Context: an optimization exercise on an open-source flow, tuned for small area, a short achievable clock period and few clock cycles per item. The choices shown serve that exercise and are no tape-out recipe. In this exercise RTL edits were held to simulation tests only and were not proved equivalent to the original.

v6:
## zs_conv_top
module zs_conv_top #(
    parameter int NUM_PIXELS = 8,
    parameter int IN_ADDR_W  = 12
) (
    input  logic                         clk,
    input  logic                         reset,
    input  logic                         ps_loading,
    output logic [IN_ADDR_W-1:0]         in_addr,
    input  logic [zs_pkg::DATA_W-1:0]    in_rd_value,
    input  logic [zs_pkg::DATA_W-1:0]    in_rd_position,
    output logic [zs_pkg::CHANNEL_W-1:0] weight_addr,
    input  logic [zs_pkg::DATA_W-1:0]    weight_rddata,
    output logic                         out_wr_en,
    output logic [zs_pkg::DATA_W-1:0]    out_wr_addr,
    output logic [zs_pkg::DATA_W-1:0]    out_wr_value,
    output logic [zs_pkg::DATA_W-1:0]    out_wr_position,
    output logic                         pl_need_weights,
    output logic                         pl_need_data
);
Settings: LEC_CHECK=0, CAP_MARGIN=20, CORE_MARGIN=2, CORE_UTILIZATION=40, CTS_CLUSTER_DIAMETER=80, CTS_CLUSTER_SIZE=25, SLEW_MARGIN=20, TNS_END_PERCENT=5; clock period 10.0 ns.
standard.sh (not shown) runs the stock make flow with config.mk's settings and CLKGATE_MAP_FILE= SYNTH_SCRIPT=/design/flow/synth_recipe.tcl, a recipe that flattens the netlist after the stock synthesis.
==> flow/flow/run.sh <==
#!/bin/bash
# The standard layout, with repair_timing aiming for more setup slack than config.mk
# may ask for. Each tool's full output stays in orfs/logs; make's own output in standard.log.
set -euo pipefail
bash standard.sh SETUP_SLACK_MARGIN=6.5 finish > standard.log 2>&1
Testbench counts of v6, summed over its fixed seeds: cycles 51,050, layers 256.
Relative to v6, the following input files were edited for v7:
--- a/flow/design.v
+++ b/flow/design.v
@@ -144,34 +144,39 @@
     logic [PIXEL_W-1:0]    rsel;       
     logic [NUM_PIXELS-1:0] rd_oh;      
     logic [NUM_PIXELS-1:0] rdh_oh;     
     logic [LANE_W-1:0]     wlane;      
     logic                  wrd;        
     logic                  wr_phase;
     logic                  wdone;
     logic                  wfirst;     
+    logic                  wsecond;    
+    logic [3:0][2:0]       gcnt;       
     logic [CNT_W-1:0]      wcnt;       
-    logic [CNT_W-1:0]      pcnt;
+    logic [1:0]            wsub;       
+    logic [CELLS-1:0]      cand;       
+    logic [CELLS-1:0]      pick;       
     logic                  is_stop;
     logic                  start0, startn, more, last_iss;
     logic [CELL_W-1:0]     widx;
     logic [LANES-1:0][DATA_W-1:0] rd;
     logic [LANES-1:0][15:0] sum_lo, sum_hi;
     logic [LANES-1:0][1:0]  cy;
     logic [LANES-1:0][DATA_W-1:0] pp0, ppx, pp0h, ppxh;
     logic [PIXEL_W-1:0]    rsel_n;
     logic [DATA_W-1:0]     wval;
     assign pl_need_weights = need;
     assign pl_need_data    = need;
     assign is_stop  = rd_pend && first && !s1_stop && (in_rd_position == STOP_WORD);
     assign start0   = loading && !ps_loading;
     assign more     = (wpass != PASS_W'(PASSES - 1)) && !empty;
     assign wdone    = wr_phase && !wrd && (pend == '0);
-    assign startn   = wr_phase && ((!wfirst && wcnt <= CNT_W'(AHEAD)) || wdone)
+    assign startn   = wr_phase && ((!wfirst && !wsecond && wcnt <= CNT_W'(AHEAD) + CNT_W'(wsub))
+                                   || wdone)
                    && (ipass == wpass) && more;
     assign last_iss = (in_addr == lenm1);
     always_ff @(posedge clk) begin
         if (reset) begin
             need    <= 1'b1;
             loading <= 1'b0;
             first   <= 1'b0;
             issuing <= 1'b0;
@@ -317,73 +322,86 @@
                 pend[l*NUM_PIXELS + p] = todo[l*NUM_PIXELS + p] && !acc[l][p][DATA_W-1];
             end
         end
     end
     always_comb begin
         pend_n = pend;
         if (wrd) pend_n[{wlane, rsel}] = 1'b0;
     end
+    always_comb begin
+        cand = pend;
+        if (s4_v) begin
+            for (int l = 0; l < LANES; l++) cand[l*NUM_PIXELS + rsel4] = 1'b1;
+        end
+    end
+    assign pick = wr_phase ? pend_n : cand;
     zs_first_set #(.N(CELLS), .W(CELL_W)) u_pick (
-        .pend (pend_n),
+        .pend (pick),
         .idx  (widx)
     );
-    zs_fetch #(.N(CELLS), .W(CNT_W)) u_count (
-        .bits (pend),
-        .cnt  (pcnt)
-    );
     assign wval   = rd[wlane];
     assign rsel_n = s2_v ? p2 : widx[PIXEL_W-1:0];
-    logic                 o_stop;
-    logic [PASS_W-1:0]    o_pass;
-    logic [LANE_W-1:0]    o_lane;
+    logic                 o_stop_hi;    
+    logic                 o_stop_lo;    
+    logic [2:0]           o_map;
     logic [PIXEL_W-1:0]   o_pix;
     logic [OADDR_W-1:0]   o_addr;
     always_ff @(posedge clk) begin
         rsel    <= rsel_n;
         if (s2_v && !(!s3_e && (touched[p2] || (s3_v && rsel == p2)))) rd_oh <= '0;
         else rd_oh <= NUM_PIXELS'(1) << rsel_n;
         if (s3_v) rdh_oh <= rd_oh;
         else      rdh_oh <= NUM_PIXELS'(1) << rsel_n;
         wlane <= widx[PIXEL_W +: LANE_W];
         if (reset) begin
             touched   <= '0;
             todo      <= '0;
             wr_phase  <= 1'b0;
             wrd       <= 1'b0;
             wfirst    <= 1'b0;
+            wsub      <= '0;
+            wsecond   <= 1'b0;
+            gcnt      <= '0;
             wcnt      <= '0;
             wpass     <= '0;
             out_wr_en <= 1'b0;
             o_addr    <= '0;
         end else begin
             if (need) o_addr <= '0;
             else      o_addr <= o_addr + OADDR_W'(out_wr_en);
-            wrd       <= wr_phase && (pend_n != '0);
+            wrd       <= wr_phase ? (pend_n != '0) : (s4_e && cand != '0);
             wfirst    <= s4_e;
-            if (wfirst)   wcnt <= pcnt;
-            else if (wrd) wcnt <= wcnt - 1'b1;
-            out_wr_en <= (wrd && wval != '0) || (wdone && !more);
+            wsecond <= wfirst;
+            if (wfirst) begin
+                for (int g = 0; g < 4; g++) gcnt[g] <= 3'(pend[g*4]) + 3'(pend[g*4+1]) + 3'(pend[g*4+2]) + 3'(pend[g*4+3]);
+                wsub <= 2'(wrd && pend[{wlane, rsel}]);
+            end else if (wsecond) begin
+                wcnt <= CNT_W'(gcnt[0]) + CNT_W'(gcnt[1]) + CNT_W'(gcnt[2]) + CNT_W'(gcnt[3]);
+                wsub <= wsub + 2'(wrd);
+            end else if (wrd) begin
+                wcnt <= wcnt - 1'b1;
+            end
+            out_wr_en <= (wrd && wval != '0 && !wval[DATA_W-1]) || (wdone && !more);
             if (s3_v) touched[rsel] <= 1'b1;
             if (s3_e) touched <= '0;
             if (s4_v) begin
                 for (int l = 0; l < LANES; l++) todo[l*NUM_PIXELS + rsel4] <= 1'b1;
             end
             if (s4_e) begin
                 wr_phase <= 1'b1;
                 wpass    <= ipass;
             end
             if (wrd)   todo     <= todo & pend_n;
             if (wdone) todo     <= '0;
             if (wdone) wr_phase <= 1'b0;
         end
     end
     always_ff @(posedge clk) begin
-        o_stop       <= !wrd;
-        o_pass       <= wpass;
-        o_lane       <= wlane;
-        o_pix        <= rsel;
+        o_stop_hi    <= !wrd;
+        o_stop_lo    <= wdone && !more;
+        o_map        <= wrd ? 3'({wpass, wlane}) : 3'b111;
+        o_pix        <= wrd ? rsel : '1;
         out_wr_value <= wrd ? wval : STOP_WORD;
     end
     assign out_wr_addr     = DATA_W'(o_addr);
-    assign out_wr_position = o_stop ? STOP_WORD
-                           : (DATA_W'({o_pass, o_lane}) << 8) | DATA_W'(o_pix);
+    assign out_wr_position = {{16{o_stop_hi}}, {5{o_stop_lo}}, o_map, {5{o_stop_lo}}, o_pix};
 endmodule
Findings:
- v7: PASS, flow complete, no timing, DRC or antenna violations
- From v6 to v7, hold-critical path depth did not move at all.
- The number of ordinary and repair buffers in the finished layout of v7 is lower than that of v6.
- v7 vs. v6: number of global-route vias before repair moved up, clock insertion delay at the later pin of the skew report level, die area moved up.
Testbench counts of v7, summed over its fixed seeds: cycles 50,248, layers 256.

## port drivers added, routing unchanged
In the flow no input, the clock included, has a driving cell. The finished layouts below were timed again as built, in two steps.
Step 1 (the two cells are an assumption about what drives the block):
set clk [get_ports {clk}]
set_driving_cell -lib_cell sky130_fd_sc_hd__clkbuf_16 $clk
set_driving_cell -lib_cell sky130_fd_sc_hd__buf_2 [delete_from_list [all_inputs] $clk]
Step 2 adds t to the input delays and takes it off the output delays; t is the mean of the earliest and latest rising clock arrival at the registers after step 1. Input paths then give back, and output paths get back, about the clock's delay inside the block.
Slacks: ideal ports / drivers / drivers and shift; pairs: ideal ports / drivers.
run | t, ns | setup WS [ns] | clock arrival spread, ns | slew at the worst register clock pin (ns) | worst slew at a driven data input, ns
v6 | 0.690 | 6.216 / 6.216 / 6.026 | 0.028 / 0.028 | 0.10 / 0.10 | 0.06
v7 | 0.692 | 6.324 / 6.254 / 6.036 | 0.045 / 0.045 | 0.10 / 0.10 | 0.06
After both steps setup and hold are still met in every run listed. The setup slack of v7, which loses most, moves by -0.070 ns with the drivers and by -0.288 ns with both steps.
